Context: an optimization exercise on an open-source flow, tuned for small area, a short achievable clock period and few clock cycles per item. The choices shown serve that exercise and are no tape-out recipe.
Only simulation tests tie the RTL to the original design; equivalence was not proved.
Power and IR drop assume default switching activity.

==> flow/design.v <==
`timescale 1ns/1ps
module mulDivHazardUnit (
	input logic clock,
	input logic rst,
	input logic ctrlMult,
	input logic ctrlDiv,
	input logic [31:0] operandA,
	input logic [31:0] operandB,
	input logic [4:0] rdIn,
	input logic [4:0] rs1,
	input logic [4:0] rs2,
	input logic [4:0] rd,
	output logic [31:0] result,
	output logic exception,
	output logic resultRdy,
	output logic stall
);
	function automatic logic [4:0] thermLen(logic [31:0] m);
		logic [32:0] t;
		t = {1'b0, m};
		for (int k = 0; k < 5; k++) begin
			thermLen[k] = 1'b0;
			for (int j = 1; (j << k) < 32; j += 2) begin
				thermLen[k] = thermLen[k] | (t[(j << k) - 1] & ~t[((j + 1) << k) - 1]);
			end
		end
	endfunction
	function automatic logic [2:0] booth(logic b1, logic b0, logic bm);
		booth[0] = b0 ^ bm;
		booth[1] = (b1 & ~b0 & ~bm) | (~b1 & b0 & bm);
		booth[2] = b1 & ~(b0 & bm);
	endfunction
	logic busy;
	logic hazEn;
	logic [4:0] dest;
	logic phMul;
	logic phShift;
	logic phDiv;
	logic phFin;
	logic mulRes;
	logic zeroRes;
	logic [4:0] cnt;
	logic inv;
	logic divSb;
	logic negq;
	logic saR;
	logic ovf;
	logic sOvf;
	logic excReg;
	logic [37:0] R;
	logic [33:0] S;
	logic [31:0] Q;
	logic req;
	logic sa;
	logic sb;
	logic [31:0] magA;
	logic [31:0] magB;
	logic [31:0] maskA;
	logic [31:0] maskB;
	logic swap;
	logic dNeg;
	logic bZero;
	logic divTrivial;
	logic [4:0] lenA;
	logic [4:0] lenB;
	logic [6:0] dRaw;
	assign req = ctrlMult | ctrlDiv;
	assign sa = operandA[31];
	assign sb = operandB[31];
	assign magA = operandA ^ {32{sa}};
	assign magB = operandB ^ {32{sb}};
	always_comb begin
		maskA[31] = magA[31];
		maskB[31] = magB[31];
		for (int i = 30; i >= 0; i--) begin
			maskA[i] = maskA[i + 1] | magA[i];
			maskB[i] = maskB[i + 1] | magB[i];
		end
	end
	assign lenA = thermLen(maskA);
	assign lenB = thermLen(maskB);
	logic [7:0] nibA;
	logic [7:0] nibB;
	logic [7:0] nibMaskA;
	always_comb begin
		for (int k = 0; k < 8; k++) begin
			nibA[k] = |magA[4 * k +: 4];
			nibB[k] = |magB[4 * k +: 4];
		end
		nibMaskA[7] = nibA[7];
		for (int k = 6; k >= 0; k--) begin
			nibMaskA[k] = nibMaskA[k + 1] | nibA[k];
		end
	end
	assign swap = |(nibB & ~nibMaskA);
	assign dRaw = {2'b00, lenA} + {6'b0, sa} - {2'b00, lenB};
	assign dNeg = dRaw[6];
	assign bZero = operandB == 32'd0;
	assign divTrivial = bZero | dNeg;
	logic rBadLoose;
	logic rBadStrict;
	logic selQ;
	logic selS1;
	logic selS2;
	logic selZ1;
	logic selZ2;
	logic fy;
	logic fz;
	logic cz;
	logic nz;
	logic [37:0] sExt;
	logic [37:0] x;
	logic [37:0] y;
	logic [37:0] z;
	logic [37:0] csaS;
	logic [37:0] csaC;
	logic [38:0] sumW;
	logic [37:0] sum;
	assign rBadLoose = ~((R[37:31] == 7'h00) | (R[37:31] == 7'h7f) |
		(R[37:0] == 38'h0080000000));
	assign rBadStrict = ~((R[37:31] == 7'h00) | (R[37:31] == 7'h7f));
	assign sExt = {{4{S[33]}}, S};
	assign x = selQ ? 38'd0 : R;
	assign y = (({6'd0, Q} & {38{selQ}}) | (sExt & {38{selS1}}) |
		({sExt[36:0], 1'b0} & {38{selS2}})) ^ {38{fy}};
	assign z = (({sExt[35:0], 2'b00} & {38{selZ1}}) |
		({sExt[34:0], 3'b000} & {38{selZ2}})) ^ {38{fz}};
	assign csaS = x ^ y ^ z;
	assign csaC = {(x[36:0] & y[36:0]) | (x[36:0] & z[36:0]) | (y[36:0] & z[36:0]), fy};
	assign sumW = {csaS, cz} + {csaC, cz};
	assign nz = selS1 | selS2 | selZ1 | selZ2;
	logic [31:0] qAcc;
	logic lookAcc;
	logic [2:0] dA0;
	logic [2:0] dA1;
	logic [2:0] dM0;
	logic [2:0] dM1;
	logic fyDiv;
	logic [2:0] dAa0;
	logic [2:0] dAa1;
	logic [2:0] dAb0;
	logic [2:0] dAb1;
	assign qAcc = swap ? magA : magB;
	assign lookAcc = swap ? sa : sb;
	assign dAa0 = booth(magA[1], magA[0], sa) ^ {sa, 2'b00};
	assign dAa1 = booth(magA[3], magA[2], magA[1]) ^ {sa, 2'b00};
	assign dAb0 = booth(magB[1], magB[0], sb) ^ {sb, 2'b00};
	assign dAb1 = booth(magB[3], magB[2], magB[1]) ^ {sb, 2'b00};
	assign dA0 = swap ? dAa0 : dAb0;
	assign dA1 = swap ? dAa1 : dAb1;
	assign dM0 = booth(Q[5], Q[4], Q[3]);
	assign dM1 = booth(Q[7], Q[6], Q[5]);
	assign fyDiv = ~sum[37] ^ divSb;
	assign sum = sumW[38:1];
	logic [4:0] shAmt;
	logic [33:0] sShl;
	assign shAmt = phMul ? 5'd4 : cnt;
	assign sShl = S << shAmt;
	logic mulLast;
	logic done;
	logic ovfNext;
	assign mulLast = Q[31:3] == 29'd0;
	assign done = (phMul & mulLast) | phFin;
	assign ovfNext = ovf | rBadLoose | (sOvf & nz);
	always_ff @(posedge clock) begin
		if (rst) begin
			busy <= 1'b0;
			hazEn <= 1'b0;
			resultRdy <= 1'b0;
			phMul <= 1'b0;
			phShift <= 1'b0;
			phDiv <= 1'b0;
			phFin <= 1'b0;
		end else begin
			resultRdy <= 1'b0;
			if (!busy) begin
				if (req) begin
					busy <= ctrlMult | ~divTrivial;
					hazEn <= (ctrlMult | ~divTrivial) & (rdIn != 5'd0);
					resultRdy <= ~ctrlMult & divTrivial;
					phMul <= ctrlMult;
					phShift <= ~ctrlMult & ~divTrivial;
				end
			end else begin
				if (done) begin
					busy <= 1'b0;
					hazEn <= 1'b0;
					resultRdy <= 1'b1;
					phMul <= 1'b0;
					phFin <= 1'b0;
				end
				if (phShift) begin
					phShift <= 1'b0;
					phDiv <= 1'b1;
				end
				if (phDiv && cnt == 5'd0) begin
					phDiv <= 1'b0;
					phFin <= 1'b1;
				end
			end
		end
	end
	always_ff @(posedge clock) begin
		if (!busy) begin
			dest <= rdIn;
			ovf <= 1'b0;
			sOvf <= 1'b0;
			inv <= swap ? sa : sb;
			saR <= sa;
			divSb <= sb;
			negq <= sa ^ sb;
			cnt <= dRaw[5] ? 5'd31 : dRaw[4:0];
			mulRes <= ctrlMult;
			zeroRes <= ~ctrlMult & divTrivial;
			excReg <= ~ctrlMult & bZero;
		end else begin
			if (phMul) begin
				ovf <= ovfNext;
				excReg <= ovfNext;
				sOvf <= sOvf | ~((S[33:29] == 5'h00) | (S[33:29] == 5'h1f));
			end
			if (phDiv) begin
				cnt <= cnt - 5'd1;
			end
		end
	end
	always_ff @(posedge clock) begin
		if (!busy) begin
			selQ <= 1'b0;
			selS1 <= ctrlMult & dA0[0];
			selS2 <= ctrlMult & dA0[1];
			selZ1 <= ctrlMult & dA1[0];
			selZ2 <= ctrlMult & dA1[1];
			fy <= ctrlMult & dA0[2];
			fz <= ctrlMult & dA1[2];
			cz <= ctrlMult ? dA1[2] : sa;
		end else if (phMul) begin
			selQ <= 1'b0;
			selS1 <= dM0[0];
			selS2 <= dM0[1];
			selZ1 <= dM1[0];
			selZ2 <= dM1[1];
			fy <= dM0[2] ^ inv;
			fz <= dM1[2] ^ inv;
			cz <= dM1[2] ^ inv;
		end else begin
			selQ <= phDiv & (cnt == 5'd0);
			selS1 <= phShift | (phDiv & (cnt != 5'd0));
			selS2 <= 1'b0;
			selZ1 <= 1'b0;
			selZ2 <= 1'b0;
			fy <= phShift ? ~divSb : ((cnt == 5'd0) ? negq : fyDiv);
			fz <= 1'b0;
			cz <= 1'b0;
		end
	end
	always_ff @(posedge clock) begin
		if (!busy) begin
			S <= (~ctrlMult | swap) ? {{2{sb}}, operandB} : {{2{sa}}, operandA};
			Q <= ctrlMult ? (swap ? magA : magB) : 32'd0;
			R <= ctrlMult ? 38'd0 : {6'd0, magA};
		end else begin
			R <= sum;
			if (phMul) begin
				S <= sShl;
				Q <= {4'h0, Q[31:4]};
			end else begin
				S <= phShift ? sShl : {S[33], S[33:1]};
				Q <= {Q[30:0], phDiv & ~sum[37]};
			end
		end
	end
	assign result = R[31:0] & {32{~zeroRes}};
	assign exception = excReg | (mulRes & rBadStrict);
	assign stall = (busy & req) |
		(hazEn & ((rs1 == dest) | (rs2 == dest) | (rd == dest)));
endmodule
==> flow/config.mk <==
export PLATFORM = sky130hd
export DESIGN_NAME = mulDivHazardUnit
export DESIGN_NICKNAME = mulDivHazardUnit
export VERILOG_FILES = /design/flow/design.v
export SDC_FILE = /design/flow/constraint.sdc
export NUM_CORES = 4
export LEC_CHECK = 0
export ABC_AREA = 1
export CAP_MARGIN = 20
export CORE_MARGIN = 2
export CORE_UTILIZATION = 40
export SETUP_SLACK_MARGIN = 2.0
export SLEW_MARGIN = 20
==> flow/constraint.sdc <==
create_clock -name core_clock -period 6.0 [get_ports {clock}]
set_input_delay 1.2000 -clock core_clock [delete_from_list [all_inputs] [get_ports {clock}]]
set_output_delay 1.2000 -clock core_clock [all_outputs]
set_load 0.01 [all_outputs]
run.sh (not shown) runs the stock make flow with config.mk's settings and CLKGATE_MAP_FILE= SYNTH_SCRIPT=/design/flow/synth_recipe.tcl, a recipe that flattens the netlist after the stock synthesis.
Testbench counts at the start, summed over its fixed seeds: cycles 3,245, ops 512.
Next try:
--- a/flow/design.v
+++ b/flow/design.v
@@ -28,8 +28,27 @@
 	function automatic logic [2:0] booth(logic b1, logic b0, logic bm);
 		booth[0] = b0 ^ bm;
 		booth[1] = (b1 & ~b0 & ~bm) | (~b1 & b0 & bm);
 		booth[2] = b1 & ~(b0 & bm);
+	endfunction
+	function automatic logic [38:0] addSk(logic [38:0] a, logic [38:0] b);
+		logic [38:0] g;
+		logic [38:0] p;
+		logic [38:0] gg;
+		logic [38:0] pp;
+		g = a & b;
+		p = a ^ b;
+		gg = g;
+		pp = p;
+		for (int k = 1; k < 39; k <<= 1) begin
+			for (int i = 0; i < 39; i++) begin
+				if ((i & k) != 0) begin
+					gg[i] = gg[i] | (pp[i] & gg[(i & ~(k - 1)) - 1]);
+					pp[i] = pp[i] & pp[(i & ~(k - 1)) - 1];
+				end
+			end
+		end
+		addSk = p ^ {gg[37:0], 1'b0};
 	endfunction
 	logic busy;
 	logic hazEn;
 	logic [4:0] dest;
@@ -126,9 +145,9 @@
 	assign z = (({sExt[35:0], 2'b00} & {38{selZ1}}) |
 		({sExt[34:0], 3'b000} & {38{selZ2}})) ^ {38{fz}};
 	assign csaS = x ^ y ^ z;
 	assign csaC = {(x[36:0] & y[36:0]) | (x[36:0] & z[36:0]) | (y[36:0] & z[36:0]), fy};
-	assign sumW = {csaS, cz} + {csaC, cz};
+	assign sumW = addSk({csaS, cz}, {csaC, cz});
 	assign nz = selS1 | selS2 | selZ1 | selZ2;
 	logic [31:0] qAcc;
 	logic lookAcc;
 	logic [2:0] dA0;
Effect: The new run went through all stages and came out clean; setup slack gets worse by 0.061 ns; design area went down by 4.5%; flip-flop and latch count does not change; count of clock-buffer cells in the layout decreases by 2; cell count came out lower by about 6%; total power falls by 13%.
Testbench counts after the change, summed over its fixed seeds: cycles 3,245, ops 512.

[afterwards: timing with drivers on the ports]
No port has a modelled driver above. Below, the same layouts with a new extraction and two added sets of constraints. Step 1: set_driving_cell puts a clkbuf_16 on clock and a buf_2 on each other input, an assumption about the parent block. Step 2 moves the port delays by t, midway between the first and last clock arrival at a register: inputs arrive t later, outputs are due t later. That takes back most of the time a late clock gives input paths. Slacks: ideal / step 1 / step 2; pairs: ideal / step 1.
| run | shift t [ns] | setup WS [ns] | cell pins on the clock port's net |
|---|---|---|---|
| the first run | 0.499 | 1.642 / 1.494 / 0.995 | 1 |
| the second run | 0.485 | 1.582 / 1.562 / 1.077 | 1 |
After both steps every run listed still meets setup and hold. For the first run, which loses most, drivers alone change the setup slack by -0.148 ns; drivers and shift together by -0.647 ns.
